Source: an optimization exercise on an open RTL-to-GDS flow (aim: small area and a short achievable clock period). Production flows keep margins and buffers that such runs may drop. Function was checked by simulation only, so behaviour that the tests miss may differ from the original. Power is estimated from default activity; no workload was simulated.

`design/flow/design.v`:
```
package mips_pkg;
	typedef struct packed {
		logic [5:0] opcode;
		logic [4:0] rs;
		logic [4:0] rt;
		logic [4:0] rd;
		logic [4:0] shamt;  
		logic [5:0] funct;
	} r_fmt_t;
	typedef struct packed {
		logic [5:0]  opcode;
		logic [4:0]  rs;
		logic [4:0]  rt;
		logic [15:0] imm;
	} i_fmt_t;
	typedef union packed {
		r_fmt_t r;
		i_fmt_t i;
	} instr_t;
	typedef enum logic [3:0] {
		ALU_AND = 4'b0000,
		ALU_OR  = 4'b0001,
		ALU_ADD = 4'b0010,
		ALU_SUB = 4'b0110,
		ALU_SLT = 4'b0111
	} alu_op_t;
	typedef enum logic [1:0] {
		CLS_ADD   = 2'b00,  
		CLS_SUB   = 2'b01,  
		CLS_FUNCT = 2'b10   
	} alu_class_t;
	typedef struct packed {
		logic    reg_dst;     
		logic    branch;      
		logic    mem_read;
		logic    mem_to_reg;  
		logic    mem_write;
		logic    alu_src;     
		logic    reg_write;
		alu_op_t alu_op;
	} ctrl_t;
endpackage
module g_and2 (input logic a, b, output logic y);
	assign y = a & b;
endmodule
module g_a21oi (input logic a1, a2, b1, output logic y);
	assign y = ~((a1 & a2) | b1);
endmodule
module g_o21ai (input logic a1, a2, b1, output logic y);
	assign y = ~((a1 | a2) & b1);
endmodule
module g_ao21 (input logic a1, a2, b1, output logic y);
	assign y = (a1 & a2) | b1;
endmodule
module ks_add #(
	parameter int N = 32
) (
	input  logic [N-1:0] a,
	input  logic [N-1:0] b,
	input  logic         cin,
	output logic [N-1:0] p,
	output logic [N-1:0] cn
);
	localparam int L = $clog2(N);
	logic [N-1:0] g0;
	logic [N-1:0] gg [L+1];
	logic [N-1:0] pp [L+1];
	generate
		for (genvar i = 0; i < N; i++) begin : g_pg
			g_xor2 u_p (.a(a[i]), .b(b[i]), .y(p[i]));
			g_and2 u_g (.a(a[i]), .b(b[i]), .y(g0[i]));
		end
		g_ao21 u_g0 (.a1(p[0]), .a2(cin), .b1(g0[0]), .y(gg[0][0]));
		assign gg[0][N-1:1] = g0[N-1:1];
		assign pp[0] = p;
		for (genvar k = 0; k < L; k++) begin : g_lv
			for (genvar i = 0; i < N; i++) begin : g_node
				if (i >= (1 << k)) begin : g_comb
					if (k % 2 == 0) begin : g_aoi
						g_a21oi u_g (.a1(pp[k][i]), .a2(gg[k][i - (1 << k)]), .b1(gg[k][i]), .y(gg[k+1][i]));
						if (i >= (2 << k)) begin : g_p
							g_nand2 u_p (.a(pp[k][i]), .b(pp[k][i - (1 << k)]), .y(pp[k+1][i]));
						end else begin : g_np
							assign pp[k+1][i] = 1'b0;
						end
					end else begin : g_oai
						g_o21ai u_g (.a1(pp[k][i]), .a2(gg[k][i - (1 << k)]), .b1(gg[k][i]), .y(gg[k+1][i]));
						if (i >= (2 << k)) begin : g_p
							g_nor2 u_p (.a(pp[k][i]), .b(pp[k][i - (1 << k)]), .y(pp[k+1][i]));
						end else begin : g_np
							assign pp[k+1][i] = 1'b0;
						end
					end
				end else begin : g_pass
					g_inv u_g (.a(gg[k][i]), .y(gg[k+1][i]));
					assign pp[k+1][i] = 1'b0;
				end
			end
		end
		g_inv u_c0 (.a(cin), .y(cn[0]));
		for (genvar i = 1; i < N; i++) begin : g_c
			assign cn[i] = gg[L][i-1];
		end
	endgenerate
endmodule
module g_mux2i (input logic s, a0, a1, output logic y);
	assign y = ~(s ? a1 : a0);
endmodule
module alu (
	input  logic [31:0] a,
	input  logic [31:0] b,        
	input  logic [31:0] x,        
	input  logic        sub,      
	input  logic        sel_sum,  
	input  logic        sel_and,
	input  logic        sel_or,
	input  logic        sel_slt,
	output logic [31:0] result,      
	output logic [31:0] result_wb    
);
	logic [31:0] p;
	logic [31:0] cn;      
	logic [31:0] other;
	logic [31:0] r_c0;    
	logic [31:0] r_c1;    
	logic [31:0] csel;
	ks_add #(.N(32)) u_add (
		.a   (a),
		.b   (x),
		.cin (sub),
		.p   (p),
		.cn  (cn)
	);
	assign other = ({32{sel_and}} & (a & b)) | ({32{sel_or}} & (a | b));
	assign r_c0[31:1] = ({31{sel_sum}} & p[31:1])  | other[31:1];
	assign r_c1[31:1] = ({31{sel_sum}} & ~p[31:1]) | other[31:1];
	assign csel[31:1] = cn[31:1];
	logic r0_base;
	assign r0_base = (sel_sum & (p[0] ^ sub)) | other[0];
	assign r_c0[0] = r0_base | (sel_slt & ((a[31] ^ b[31]) ? a[31] :  p[31]));
	assign r_c1[0] = r0_base | (sel_slt & ((a[31] ^ b[31]) ? a[31] : ~p[31]));
	assign csel[0] = cn[31];
	generate
		for (genvar i = 0; i < 32; i++) begin : g_res
			g_mux2i u (.s(csel[i]), .a0(~r_c1[i]), .a1(~r_c0[i]), .y(result[i]));
			g_mux2i u_wb (.s(csel[i]), .a0(~r_c1[i]), .a1(~r_c0[i]), .y(result_wb[i]));
		end
	endgenerate
endmodule
module control (
	input  logic [31:0] instr,
	input  logic [5:0]  waddr,
	output logic [28:0] pinstr
);
	logic [5:0]  opcode;
	logic [5:0]  funct;
	logic [2:0]  cls;
	logic [2:0]  op;
	logic [15:0] f;
	logic [6:0]  tgt;
	assign opcode = instr[31:26];
	assign funct  = instr[5:0];
	assign op = (funct == 6'b100010) ? 3'd1 :
	            (funct == 6'b100100) ? 3'd2 :
	            (funct == 6'b100101)  ? 3'd3 :
	            (funct == 6'b101010) ? 3'd4 : 3'd0;
	assign tgt = {1'b0, waddr} + 7'd1 + {1'b0, instr[5:0]};
	assign cls = (opcode == 6'b001000) ? 3'd1 :
	             (opcode == 6'b100011)   ? 3'd2 :
	             (opcode == 6'b101011)   ? 3'd3 :
	             (opcode == 6'b000100)  ? (tgt[6] ? 3'd5 : 3'd4) : 3'd0;
	assign f   = (opcode == 6'b000000) ? {instr[15:11], 8'b0, op} :
	             (opcode == 6'b000100)   ? {instr[15:6], tgt[5:0]} :
	             (cls == 3'd0)         ? 16'b0 : instr[15:0];
	assign pinstr = {cls, instr[25:16], f};
endmodule
module pc_unit (
	input  logic [29:0] pcw,
	input  logic        taken,
	input  logic [15:0] bimm,
	input  logic        bc,
	output logic [29:0] pcw_next
);
	logic [29:0] seq;
	logic [29:0] tgt;
	assign seq       = pcw + 30'd1;
	assign tgt[5:0]  = bimm[5:0];
	assign tgt[29:6] = pcw[29:6] + {{14{bimm[15]}}, bimm[15:6]} + {23'd0, bc};
	assign pcw_next  = taken ? tgt : seq;
endmodule
module g_aoi22 (input logic a1, a2, b1, b2, output logic y);
	assign y = ~((a1 & a2) | (b1 & b2));
endmodule
module g_nand2 (input logic a, b, output logic y);
	assign y = ~(a & b);
endmodule
module g_nor2 (input logic a, b, output logic y);
	assign y = ~(a | b);
endmodule
module g_xor2 (input logic a, b, output logic y);
	assign y = a ^ b;
endmodule
module g_inv (input logic a, output logic y);
	assign y = ~a;
endmodule
module g_ao44 (input logic [3:0] a, input logic [3:0] s, output logic y);
	assign y = (a[0] & s[0]) | (a[1] & s[1]) | (a[2] & s[2]) | (a[3] & s[3]);
endmodule
module i_mem #(
	parameter int W = 29,
	parameter int N = 64
) (
	input  logic [N-1:0][W-1:0] words,
	input  logic [N-1:0]        sel,    
	output logic [W-1:0]        q
);
	localparam int L = $clog2(N) - 1;
	logic [W-1:0] node [L][N/4];
	generate
		for (genvar j = 0; j < N / 4; j++) begin : g_l0
			for (genvar b = 0; b < W; b++) begin : g_bit
				g_ao44 u (
					.a ({words[4*j+3][b], words[4*j+2][b], words[4*j+1][b], words[4*j][b]}),
					.s (sel[4*j+3:4*j]),
					.y (node[0][j][b])
				);
			end
		end
		for (genvar l = 1; l < L; l++) begin : g_lv
			for (genvar j = 0; j < (N >> (l + 2)); j++) begin : g_node
				for (genvar b = 0; b < W; b++) begin : g_bit
					if (l % 2 == 1) begin : g_nor
						g_nor2 u (.a(node[l-1][2*j][b]), .b(node[l-1][2*j+1][b]), .y(node[l][j][b]));
					end else begin : g_nand
						g_nand2 u (.a(node[l-1][2*j][b]), .b(node[l-1][2*j+1][b]), .y(node[l][j][b]));
					end
				end
			end
		end
		if ((L - 1) % 2 == 0) begin : g_out_hi
			assign q = node[L-1][0];
		end else begin : g_out_lo
			for (genvar b = 0; b < W; b++) begin : g_bit
				g_inv u (.a(node[L-1][0][b]), .y(q[b]));
			end
		end
	endgenerate
endmodule
module eq32 (
	input  logic [31:0] a,
	input  logic [31:0] b,
	output logic        eq
);
	logic [31:0] d;    
	logic [15:0] e1;   
	logic [7:0]  e2;   
	logic [3:0]  e3;
	logic [1:0]  e4;
	generate
		for (genvar i = 0; i < 32; i++) begin : g_x
			g_xor2 u (.a(a[i]), .b(b[i]), .y(d[i]));
		end
		for (genvar i = 0; i < 16; i++) begin : g_1
			g_nor2 u (.a(d[2*i]), .b(d[2*i+1]), .y(e1[i]));
		end
		for (genvar i = 0; i < 8; i++) begin : g_2
			g_nand2 u (.a(e1[2*i]), .b(e1[2*i+1]), .y(e2[i]));
		end
		for (genvar i = 0; i < 4; i++) begin : g_3
			g_nor2 u (.a(e2[2*i]), .b(e2[2*i+1]), .y(e3[i]));
		end
		for (genvar i = 0; i < 2; i++) begin : g_4
			g_nand2 u (.a(e3[2*i]), .b(e3[2*i+1]), .y(e4[i]));
		end
	endgenerate
	g_nor2 u_5 (.a(e4[0]), .b(e4[1]), .y(eq));
endmodule
module g_and3 (input logic a, b, c, output logic y);
	assign y = a & b & c;
endmodule
module g_xnor2 (input logic a, b, output logic y);
	assign y = ~(a ^ b);
endmodule
module g_and4 (input logic a, b, c, d, output logic y);
	assign y = a & b & c & d;
endmodule
module d_mem (
	input  logic [7:0]  a,
	input  logic [7:0]  imm,
	input  logic        rd,
	input  logic        wr,
	output logic [63:0] rsel,
	output logic [63:0] wsel
);
	logic [7:0] p;
	logic [7:0] cn;
	logic [7:2] ad;     
	logic [7:2] adn;    
	logic [7:0] lit [6];
	logic [7:0] lo;
	logic [7:0] hi_r;
	logic [7:0] hi_w;
	ks_add #(.N(8)) u_add (
		.a   (a),
		.b   (imm),
		.cin (1'b0),
		.p   (p),
		.cn  (cn)
	);
	generate
		for (genvar i = 2; i < 8; i++) begin : g_ad
			g_xnor2 u_t (.a(p[i]), .b(cn[i]), .y(ad[i]));
			g_xor2  u_f (.a(p[i]), .b(cn[i]), .y(adn[i]));
		end
		for (genvar j = 0; j < 6; j++) begin : g_lit
			for (genvar v = 0; v < 8; v++) begin : g_v
				if (((v >> (j % 3)) & 1) == 1) begin : g_t
					assign lit[j][v] = ad[j + 2];
				end else begin : g_f
					assign lit[j][v] = adn[j + 2];
				end
			end
		end
		for (genvar v = 0; v < 8; v++) begin : g_pre
			g_and3 u_lo (.a(lit[0][v]), .b(lit[1][v]), .c(lit[2][v]), .y(lo[v]));
			g_and4 u_hr (.a(lit[3][v]), .b(lit[4][v]), .c(lit[5][v]), .d(rd), .y(hi_r[v]));
			g_and4 u_hw (.a(lit[3][v]), .b(lit[4][v]), .c(lit[5][v]), .d(wr), .y(hi_w[v]));
		end
		for (genvar i = 0; i < 64; i++) begin : g_sel
			g_and2 u_r (.a(hi_r[i / 8]), .b(lo[i % 8]), .y(rsel[i]));
			g_and2 u_w (.a(hi_w[i / 8]), .b(lo[i % 8]), .y(wsel[i]));
		end
	endgenerate
endmodule
module mips (
	input  logic                           clock,
	input  logic                           rst_n,
	input  logic                           imem_we,     
	input  logic [$clog2(64)-1:0] imem_addr,   
	input  logic [32-1:0]         imem_wdata,
	output logic [32-1:0]         pc,
	output logic [32-1:0]         alu_result,
	output logic [32-1:0]         data_mem
);
	logic [63:0][28:0] imem;
	logic [63:0][31:0] dmem;
	logic [31:0][31:0] regs;    
	logic [31:1]       valid;
	logic [29:0] pcw;
	logic [5:0]  seq_idx;    
	logic [15:0] ir_imm;
	logic [4:0]  ir_wa;
	logic        ir_wen;
	logic        ir_lw;
	logic        ir_sw;
	logic        ir_beq;
	logic        ir_bc;
	logic        ir_sub;
	logic        ir_sum;
	logic        ir_and;
	logic        ir_or;
	logic        ir_slt;
	logic [31:0] opa;
	logic [31:0] opb;
	logic [31:0] opx;
	logic [63:0] drsel;
	logic [63:0] dwsel;
	logic        taken;
	logic [29:0] pcw_next;
	logic [63:0] seq_oh;
	logic [63:0] tgt_oh;
	logic ab_eq;
	eq32 mips_eq (
		.a  (opa),
		.b  (opb),
		.eq (ab_eq)
	);
	assign taken = ir_beq & ab_eq;
	pc_unit mips_pc (
		.pcw      (pcw),
		.taken    (taken),
		.bimm     (ir_imm),
		.bc       (ir_bc),
		.pcw_next (pcw_next)
	);
	assign seq_oh = 64'd1 << seq_idx;
	assign tgt_oh = 64'd1 << ir_imm[5:0];
	always_ff @(posedge clock) begin
		if (!rst_n) begin
			pcw <= '0;
			seq_idx <= 6'd1;
		end else begin
			pcw <= pcw_next;
			seq_idx <= (taken ? ir_imm[5:0] : seq_idx) + 6'd1;
		end
	end
	assign pc = {pcw, 2'b00};
	logic [28:0] wr_pinstr;
	control mips_control (
		.instr  (imem_wdata),
		.waddr  (imem_addr),
		.pinstr (wr_pinstr)
	);
	always_ff @(posedge clock) begin
		for (int i = 0; i < 64; i++) begin
			if (!rst_n && imem_we && imem_addr == 6'(i)) begin
				imem[i] <= wr_pinstr;
			end
		end
	end
	logic [28:0] seq_pinstr;
	logic [28:0] tgt_pinstr;
	logic [28:0] nx_pinstr;
	i_mem #(.W(29), .N(64)) mips_i_mem_seq (
		.words (imem),
		.sel   (seq_oh),
		.q     (seq_pinstr)
	);
	i_mem #(.W(29), .N(64)) mips_i_mem_tgt (
		.words (imem),
		.sel   (tgt_oh),
		.q     (tgt_pinstr)
	);
	assign nx_pinstr = taken ? tgt_pinstr : seq_pinstr;
	logic [28:0] p;
	assign p = rst_n ? nx_pinstr :
	           (imem_we && imem_addr == 6'd0) ? wr_pinstr : imem[0];
	logic       d_r;
	logic [4:0] d_wa;
	logic       d_alu_src;
	logic       d_sub;
	assign d_r       = p[28:26] == 3'd0;
	assign d_wa      = d_r ? p[15:11] : p[20:16];
	assign d_alu_src = p[28:26] == 3'd1 || p[28:26] == 3'd2 || p[28:26] == 3'd3;
	assign d_sub     = p[28:27] == 2'b10 || (d_r && (p[2:0] == 3'd1 || p[2:0] == 3'd4));
	always_ff @(posedge clock) begin
		ir_imm <= p[15:0];
		ir_wa  <= d_wa;
		ir_wen <= (p[28:26] <= 3'd2) && (d_wa != 5'd0);
		ir_lw  <= p[28:26] == 3'd2;
		ir_sw  <= p[28:26] == 3'd3;
		ir_beq <= p[28:27] == 2'b10;
		ir_bc  <= p[26];
		ir_sub <= d_sub;
		ir_sum <= !(d_r && (p[2:0] == 3'd2 || p[2:0] == 3'd3 || p[2:0] == 3'd4));
		ir_and <= d_r && p[2:0] == 3'd2;
		ir_or  <= d_r && p[2:0] == 3'd3;
		ir_slt <= d_r && p[2:0] == 3'd4;
	end
	logic [31:0] alu_wb;
	alu mips_alu (
		.a       (opa),
		.b       (opb),
		.x       (opx),
		.sub     (ir_sub),
		.sel_sum (ir_sum),
		.sel_and (ir_and),
		.sel_or  (ir_or),
		.sel_slt (ir_slt),
		.result    (alu_result),
		.result_wb (alu_wb)
	);
	logic [31:0] dm_rdata;
	always_ff @(posedge clock) begin
		for (int i = 0; i < 64; i++) begin
			if (rst_n && dwsel[i]) begin
				dmem[i] <= opb;
			end
		end
	end
	i_mem #(.W(32), .N(64)) mips_d_mem (
		.words (dmem),
		.sel   (drsel),
		.q     (dm_rdata)
	);
	assign data_mem = dm_rdata;    
	logic [31:0] wb_data;
	assign wb_data = ir_lw ? dm_rdata : alu_wb;
	always_ff @(posedge clock) begin
		for (int i = 1; i < 32; i++) begin
			if (rst_n && ir_wen && ir_wa == 5'(i)) begin
				regs[i] <= wb_data;
			end
		end
	end
	always_ff @(posedge clock) begin
		for (int i = 1; i < 32; i++) begin
			if (!rst_n) begin
				valid[i] <= 1'b0;
			end else if (ir_wen && ir_wa == 5'(i)) begin
				valid[i] <= 1'b1;
			end
		end
	end
	logic [4:0]  rs_n;
	logic [4:0]  rt_n;
	logic [31:0] rsel1;
	logic [31:0] rsel2;
	logic [31:0] rf_rd1;
	logic [31:0] rf_rd2;
	assign rs_n  = nx_pinstr[25:21];
	assign rt_n  = nx_pinstr[20:16];
	logic [31:1] rvalid;
	assign rvalid = valid & {31{rst_n}};
	assign rsel1 = taken ? ((32'd1 << tgt_pinstr[25:21]) & {rvalid, 1'b0})
	                     : ((32'd1 << seq_pinstr[25:21]) & {rvalid, 1'b0});
	assign rsel2 = taken ? ((32'd1 << tgt_pinstr[20:16]) & {rvalid, 1'b0})
	                     : ((32'd1 << seq_pinstr[20:16]) & {rvalid, 1'b0});
	logic [31:0][31:0] rf_words;
	assign rf_words = {regs[31:1], regs[1]};
	i_mem #(.W(32), .N(32)) mips_rf_rd1 (
		.words (rf_words),
		.sel   (rsel1),
		.q     (rf_rd1)
	);
	i_mem #(.W(32), .N(32)) mips_rf_rd2 (
		.words (rf_words),
		.sel   (rsel2),
		.q     (rf_rd2)
	);
	logic [31:0] a_nx;
	logic [31:0] b_nx;
	logic [31:0] x_nx;
	logic [63:0] drsel_nx;
	logic [63:0] dwsel_nx;
	d_mem mips_d_sel (
		.a   (a_nx[7:0]),
		.imm (p[7:0]),
		.rd   (p[28:26] == 3'd2),
		.wr   (p[28:26] == 3'd3),
		.rsel (drsel_nx),
		.wsel (dwsel_nx)
	);
	assign a_nx  = (rst_n && ir_wen && ir_wa == rs_n) ? wb_data : rf_rd1;
	assign b_nx  = (rst_n && ir_wen && ir_wa == rt_n) ? wb_data : rf_rd2;
	assign x_nx  = (d_alu_src ? {{16{p[15]}}, p[15:0]} : b_nx) ^ {32{d_sub}};
	always_ff @(posedge clock) begin
		opa  <= a_nx;
		opb  <= b_nx;
		opx  <= x_nx;
		drsel <= drsel_nx;
		dwsel <= dwsel_nx;
	end
endmodule
```
`design/flow/flow/run.sh`:
```
#!/bin/bash
set -uo pipefail
bash standard.sh SETUP_SLACK_MARGIN=8.5 \
  "BUFFER_PORTS_ARGS=-buffer_cell sky130_fd_sc_hd__buf_4" \
  finish > make_finish.log 2>&1
```
`design/flow/standard.sh`:
```
#!/bin/bash
# synth_recipe.tcl (not shown) runs the flow's synth.tcl, then flattens the netlist and writes it again
# the make line also repeats each setting of config.mk as NAME=value (left out here)
make -C /OpenROAD-flow-scripts/flow DESIGN_CONFIG=/design/flow/config.mk WORK_HOME=/design/flow/orfs CLKGATE_MAP_FILE= SYNTH_SCRIPT=/design/flow/synth_recipe.tcl "${@:-finish}"
```
`design/flow/config.mk`:
```
export PLATFORM = sky130hd
export DESIGN_NAME = mips
export DESIGN_NICKNAME = mips
export VERILOG_FILES = /design/flow/design.v
export SDC_FILE = /design/flow/constraint.sdc
export NUM_CORES = 4
export LEC_CHECK = 0
export CAP_MARGIN = 20
export CORE_MARGIN = 2
export CORE_UTILIZATION = 50
export CTS_CLUSTER_DIAMETER = 100
export CTS_CLUSTER_SIZE = 24
export PLACE_DENSITY = 0.65
export SLEW_MARGIN = 20
export SYNTH_HIERARCHICAL = 1
```
`design/flow/constraint.sdc`:
```
create_clock -name core_clock -period 14.0 [get_ports {clock}]
set_input_delay 2.8000 -clock core_clock [delete_from_list [all_inputs] [get_ports {clock}]]
set_output_delay 2.8000 -clock core_clock [all_outputs]
set_load 0.01 [all_outputs]
```
==> results by group, run 1 <==
Place
  • Area after DPL: 0.225 mm2
  • Placer Congestion: 1.03
  • Setup WS pre-CTS: about 5.6 ns
  • DP HPWL: 440000 um
  • I/O Buffers: approximately 130
  • Inst Count DP: 21400

Global routing
  • Largest net degree at the start of global routing: 104
  • Vias in the first global route: 139000
  • Initial antenna violation count: 55
  • First-pass GRT wire length: ~1100000 um
  • Grt total ovfl: 0
  • GRT Total Usage: 35.8%

Die
  • Die Y: 654 um
  • Die footprint: 0.428 mm2
  • Die width: 654 um
  • Initial Utilization: 50.3%
  • Core Region: 0.420 mm2
  • # rows: 238
  • IO Pins: roughly 140

Drt
  • Final wirelength: 795000 um
  • Routed wl met3: approximately 120000 um
  • Met1 WL: 282000 um
  • Met2 WL: 335000 um
  • Vias per inst: 6.80
  • DR WL/cell: 35.6 um
  • ANT nets after route: 0
  • DR top layer: met5
  • DR iter-0 viols: 27500
  • TritonRoute pass-1 iters: 8
  • DR DRC count: 0
  • Via count: roughly 150k

Pwr
  • Pleak: 85.7 nW
  • Maximum VDD drop: between 100 and 150 uV
  • P per Cell Area: about 120 mW/mm2
  • PnR Total Power: 30.6 mW

Layout
  • NumNets Final: between 15000 and 20000
  • Util after Layout: 58.7%
  • Final std cells w/o fill: between 20000 and 25000
  • P&R area growth vs syn: 16.7%
  • Share of layout cells above drive strength 1: a little under a fifth
  • Final Cell Area: 0.247 mm2

Timing
  • # setup viols final: 0
  • Worst slew margin: 18.2%
  • Clk_skew: 0.147 ns
  • Worst slew pin tran: 1.22 ns
  • WHS: 0.589 ns
  • Setup TNS: 0 ns
  • Worst setup margin: 7.95 ns
  • Fin. max-slew vios: 0
  • Tcrit/Tclk final: a little over two fifths
  • Min cycle time layout: 6.05 ns
  • Final Hold Fails: 0
  • Unrepaired setup endpoints after global routing: yes
  • Fmax: 165 MHz

Setup path
  • WS Path Type: reg2out
  • Worst Path Max Fanout: 4
  • Reg2Reg Launch Point: seq_idx[3]
  • CP Capture Type: primary output
  • CP arrival: between 3 and 4 ns
  • Reg2reg setup slack: between 8 and 9 ns
  • Worst reg2reg path depth: 34
  • Critical path launch point type: register
  • Reg2reg end: drsel[49]
  • Req. time, crit path: between 10 and 15 ns

Yosys
  • Mapped Cells: 15200
  • Cell area after synthesis: roughly 0.21 mm2
  • Avg Inst Size Synth: 13.9 um2
  • Synth warn: 26

Worst hold path
  • Hold Path End: valid[11]
  • Hold/Removal Path Class: reg2reg
  • Hold wc startpoint: valid[11]
  • Hold Crit Depth: 2

Clock network
  • Clock sink count: about 5200
  • H-tree level count: 4
  • CTS tree: yes
  • Later-pin clock latency in the skew report: 1.11 ns
  • Clock slew at reported path FFs: 0.10 ns
  • Post-CTS Hold Buffers: 0
  • Root buf cell: clkbuf_16
  • CTS buffer count: 243
  • Clock Path Buffers: 4

Flow run
  • Max cap viols: 0

Outcome
  • Outcome: no timing/DRC/antenna violations
## report_power, final
group          switching [mW]  internal, mW  leakage (nW)  total, mW
sequential              0.144          17.6          44.6       17.7
combinational            3.35          1.29          37.8       4.64
clock                    4.92          3.30          3.32       8.22
total                    8.41          22.2          85.7       30.6
## sequential cells by signal, indices dropped and copies added (netlist names), 5 cells and up
name / flops
regs: 992
ir_imm: 16
opb: 32
ir_wa: 5
pcw: 30
valid: 31
imem: 1856
dmem: 2048
seq_idx: 6
opa: 32
opx: 32
drsel: 64
dwsel: 64
## worst max-delay path by stage
stage	from	endpoint	slack, ns	cells past startpoint
finish	opx[8]	alu_result[25]	7.95	8
CTS	opa[0]	alu_result[21]	8.00	9
global placement	opb[27]	drsel[34]	5.35	25
floorplan	imem_wdata[27]	drsel[10]	7.15	16
global route	opa[0]	alu_result[24]	7.94	9
detailed placement	opb[31]	drsel[37]	5.56	25
## worst max-delay path: stages, from the launching register on
cell     delay (ns)
dfxtp_4        0.38
xor2_4         0.22
a21oi_4        0.25
o21ai_4        0.11
a21oi_4        0.19
o21ai_4        0.12
a21oi_4        0.26
mux2i_4        0.50
buf_6          0.21
## metal layers
metal  global-route usage [%]  vias up
met5                    0.317        -
met4                     19.9       44
met3                     11.6     1880
met2                     51.0    11900
met1                     48.5    76000
li1                         -    62200
## cell type report
| type | instances | area (um2) |
|---|---|---|
| fill | 32200 | 174000 |
| sequential | 5217 | 154000 |
| multi-input combinational | 9815 | 64800 |
| timing repair buffer | 1103 | 13400 |
| tap | 5640 | 7060 |
| clock buffer | 364 | 6560 |
| inverter | 155 | 614 |
| clock inverter | 25 | 348 |
| antenna | 28 | 70.1 |
## layout by cell type (no fill, tap or decap), drive strengths merged, types with 21 or more instances in the layout
cell type     n
a21boi       22
a21o         21
a21oi       187
a22oi      3905
and2        274
and3         29
buf        1060
bufbuf       29
clkbuf      378
conb         67
dfxtp       321
diode        28
edfxtp     4896
ha           32
inv         171
mux2        117
mux2i       105
nand2      2802
nand3        85
nor2       1573
nor2b        29
nor3         71
o21ai       161
xnor2        43
xor2        140
## repair_timing
action	CTS	global route
cloned	37	15
endpoints found under the setup margin	301	237
gates resized for setup	1497	593
pin swaps	307	260
buffers inserted	328	121
==> inputs of run 2 (changes only) <==
--- a/design/flow/config.mk
+++ b/design/flow/config.mk
@@ -7,9 +7,9 @@
 export LEC_CHECK = 0
 export CAP_MARGIN = 20
 export CORE_MARGIN = 2
-export CORE_UTILIZATION = 50
+export CORE_UTILIZATION = 56
 export CTS_CLUSTER_DIAMETER = 100
 export CTS_CLUSTER_SIZE = 24
-export PLACE_DENSITY = 0.65
+export PLACE_DENSITY = 0.7
 export SLEW_MARGIN = 20
 export SYNTH_HIERARCHICAL = 1
==> run 2 against run 1 <==
Register-to-register slack hardly changed. Sequential share of layout area down 0.14 points. Maximum frequency increased by 1.3%. Critical path type unchanged.
==> results by group, run 2 <==
Outcome
  • Outcome: no timing/DRC/antenna violations

Place
  • Placer Congestion: 1.00 (-2.8%)
  • DP HPWL: 415000 um (-5.5%)
  • Area after DPL: 0.224 mm2 (-0.34%)
  • I/O Buffers: 134 (unchanged)

Die
  • Die footprint: 0.382 mm2 (-11%)
  • Core Region: 0.376 mm2 (-11%)
  • Die width: 618 um (-5.5%)
  • Initial Utilization: 56.3% (+6.0 points)
  • Die Y: 618 um (-5.5%)
  • IO Pins: 137 (unchanged)
  • # rows: 225 (-5.5%)

Layout
  • Top flop regs: dmem: 2048 flops, imem: 1856 flops, regs: 992 flops
  • Flip-flop count of the largest register after layout: 2048 (unchanged)
  • Top reg by flops: dmem
  • Commonest non-fill, non-tap cell in the layout: edfxtp_1
  • NumNets Final: 16700 (+0.51%)
  • Register area: 0.154 mm2 (about the same)
  • Footprint of the multi-input gates: 0.0650 mm2 (+0.20%)
  • P&R area growth vs syn: 16.9%
  • Final Cell Area: 0.247 mm2 (+0.20%)
  • Share of layout cells above drive strength 1: 19.0% (+0.89 points)
  • Filler cell count: 25900 (-20%)
  • Most frequent cells in the layout: edfxtp_1, a22oi_1, nand2_1, nor2_1, buf_4
  • Util after Layout: 65.8% (+7.1 points)

Setup path
  • Critical path startpoint: opx[0]
  • Critical-path cell list: xor2_2, a21o_1, a21oi_4, o21ai_4, a21oi_4, inv_4, inv_4, mux2i_4, buf_6
  • WS Path Type: reg2out
  • Req. time, crit path: 11.20 ns (about the same)
  • Worst path max stage delay: 0.51 ns (about the same)
  • Reg2Reg Launch Point: ir_imm[5]
  • Crit path buf inv count: 3 (+2)
  • Top delay family on crit path: compound AO/OA/AOI/OAI gates
  • Worst Path Max Fanout: 2 (-2)
  • CP Capture Type: primary output
  • Worst path slowest cell: mux2i_4
  • Critical path launch point type: register
  • CP arrival: 3.17 ns (-0.08 ns)

Drt
  • Via count: 152000 (-0.25%)
  • TritonRoute pass-1 iters: 9 (+1)
  • DR iter-0 viols: 26200 (-4.6%)
  • DR WL/cell: 35.0 um (-1.7%)
  • DR DRC count: 0 (unchanged)
  • ANT nets after route: 0 (unchanged)
  • Final wirelength: 760000 um (-4.4%)
  • Vias per inst: 6.98 (+2.6%)

Timing
  • Worst slew pin tran: 1.12 ns (-0.104 ns)
  • WHS: 0.595 ns (+0.00560 ns)
  • Final Hold Fails: 0 (unchanged)
  • Min cycle time layout: 5.97 ns (-0.0805 ns)
  • Fin. max-slew vios: 0 (unchanged)
  • Setup TNS: 0 ns (unchanged)
  • Fmax: 167 MHz (+1.3%)
  • Worst slew margin: 25.3% (+7.0 points)
  • Tcrit/Tclk final: 42.7% (-0.57 points)
  • # setup viols final: 0 (unchanged)
  • Clk_skew: 0.124 ns (-0.0227 ns)
  • Unrepaired setup endpoints after global routing: yes

Pwr
  • Maximum VDD drop: 134 uV (+1.2%)
  • PnR Total Power: 30.1 mW (-1.5%)
  • Pleak: 86.4 nW (+0.82%)
  • P per Cell Area: 122 mW/mm2 (-1.7%)

Global routing
  • First-pass GRT wire length: 1040000 um (-3.5%)
  • Initial antenna violation count: 28 (-49%)
  • Largest net degree at the start of global routing: 102 (-1.9%)
  • GRT Total Usage: 38.3% (+2.5 points)
  • Grt total ovfl: 0 (unchanged)
  • Vias in the first global route: 142000 (+1.8%)

Clock network
  • CTS tree: yes
  • Later-pin clock latency in the skew report: 1.06 ns (-0.05 ns)
  • H-tree level count: 4 (unchanged)
  • Clock slew at reported path FFs: 0.10 ns (about the same)
  • Clock Path Buffers: 4 (unchanged)
  • CTS buffer count: 241 (-0.82%)
  • Root buf cell: clkbuf_16
  • Clock sink count: 5217 (unchanged)

Worst hold path
  • Hold/Removal Path Class: reg2reg
  • Hold wc startpoint: valid[13]

Yosys
  • Avg Inst Size Synth: 13.9 um2 (unchanged)
  • Mapped Cells: 15200 (unchanged)
  • Cell area after synthesis: 0.211 mm2 (unchanged)
  • Synth warn: 26 (unchanged)

Flow run
  • Max cap viols: 0 (unchanged)
## run 2: final timing paths
kind	endpoint	slack, ns	cells after the start
max	alu_result[8]	8.03	9
min	valid[13]	0.59	2
max reg2reg	drsel[22]	8.20	32
min reg2reg	valid[13]	0.59	2
## run 2: layout make-up
| type | count | area share [%] |
|---|---|---|
| inverters | 155 | 0.270 |
| multi-input cells | 9816 | 26.3 |
| clock inverters | 18 | 0.119 |
| diodes | 16 | 0.0162 |
| repair buffers | 1189 | 6.00 |
| clock buffers | 323 | 2.59 |
| well taps | 4994 | 2.53 |
| flip-flops and latches | 5217 | 62.2 |
## run 2: what timing repair did
item	4_1_cts	5_1_grt
hold buffers	0	0
pin swaps	311	334
setup buffers	331	131
setup endpoints to repair	290	235
gates cloned	75	25
resized for setup	1598	670
## run 2: worst reg2reg max path: cells and delay by family (launching register included)
kind,cells,cell delay (ns)
AND/OR/NAND/NOR,18,2.91
buffers and inverters,8,1.23
AO/OA/AOI/OAI,3,0.55
XOR/XNOR,2,0.49
flip-flops,1,0.38
multiplexers,1,0.20
## run 2: per-stage QoR
| step | instances | worst slack, ns |
|---|---|---|
| 2_1_floorplan | 15300 | 7.15 |
| 3_3_place_gp | 20800 | 5.73 |
| 3_5_place_dp | 20800 | 6.43 |
| 4_1_cts | 21600 | 8.09 |
| 5_1_grt | 21700 | 8.03 |
| 6_report | 21700 | 8.03 |
## run 2: layer usage
metal / global-route usage [%] / vias up / wire (um)
li1: - / 62400 / -
met1: 49.8 / 74800 / 256000
met2: 55.8 / 12400 / 327000
met3: 13.3 / 2067 / 121000
met4: 22.4 / 16 / 55700
met5: 0.227 / - / 281
## run 2: power by group
group / total (mW) / internal [mW] / switching [mW]
combinational: 4.38 / 1.25 / 3.13
sequential: 17.7 / 17.6 / 0.123
clock: 8.04 / 3.22 / 4.82
total: 30.1 / 22.1 / 8.07

[what the ideal ports hide]
In the flow no input, the clock included, has a driving cell. The finished layouts below were timed again as built, in two steps. Step 1: set_driving_cell puts a clkbuf_16 on clock and a buf_2 on each other input, an assumption about the parent block. Step 2 moves the port delays by t, midway between the first and last clock arrival at a register: inputs arrive t later, outputs are due t later. That takes back most of the time a late clock gives input paths. Three values: ideal, step 1, step 2; two values: the first two.
| run | t (ns) | slack for setup (ns) | clock arrival spread, ns | worst register clock-pin slew, ns | cell pins on the clock port's net |
|---|---|---|---|---|---|
| run 1 | 1.163 | 7.948 / 7.821 / 7.262 | 0.149 / 0.150 | 0.11 / 0.11 | 1 |
| run 2 | 1.119 | 8.029 / 7.912 / 7.230 | 0.134 / 0.134 | 0.11 / 0.11 | 1 |
After both steps every run listed still meets setup and hold. The setup slack of run 2, which loses most, moves by -0.117 ns with the drivers and by -0.799 ns with both steps.
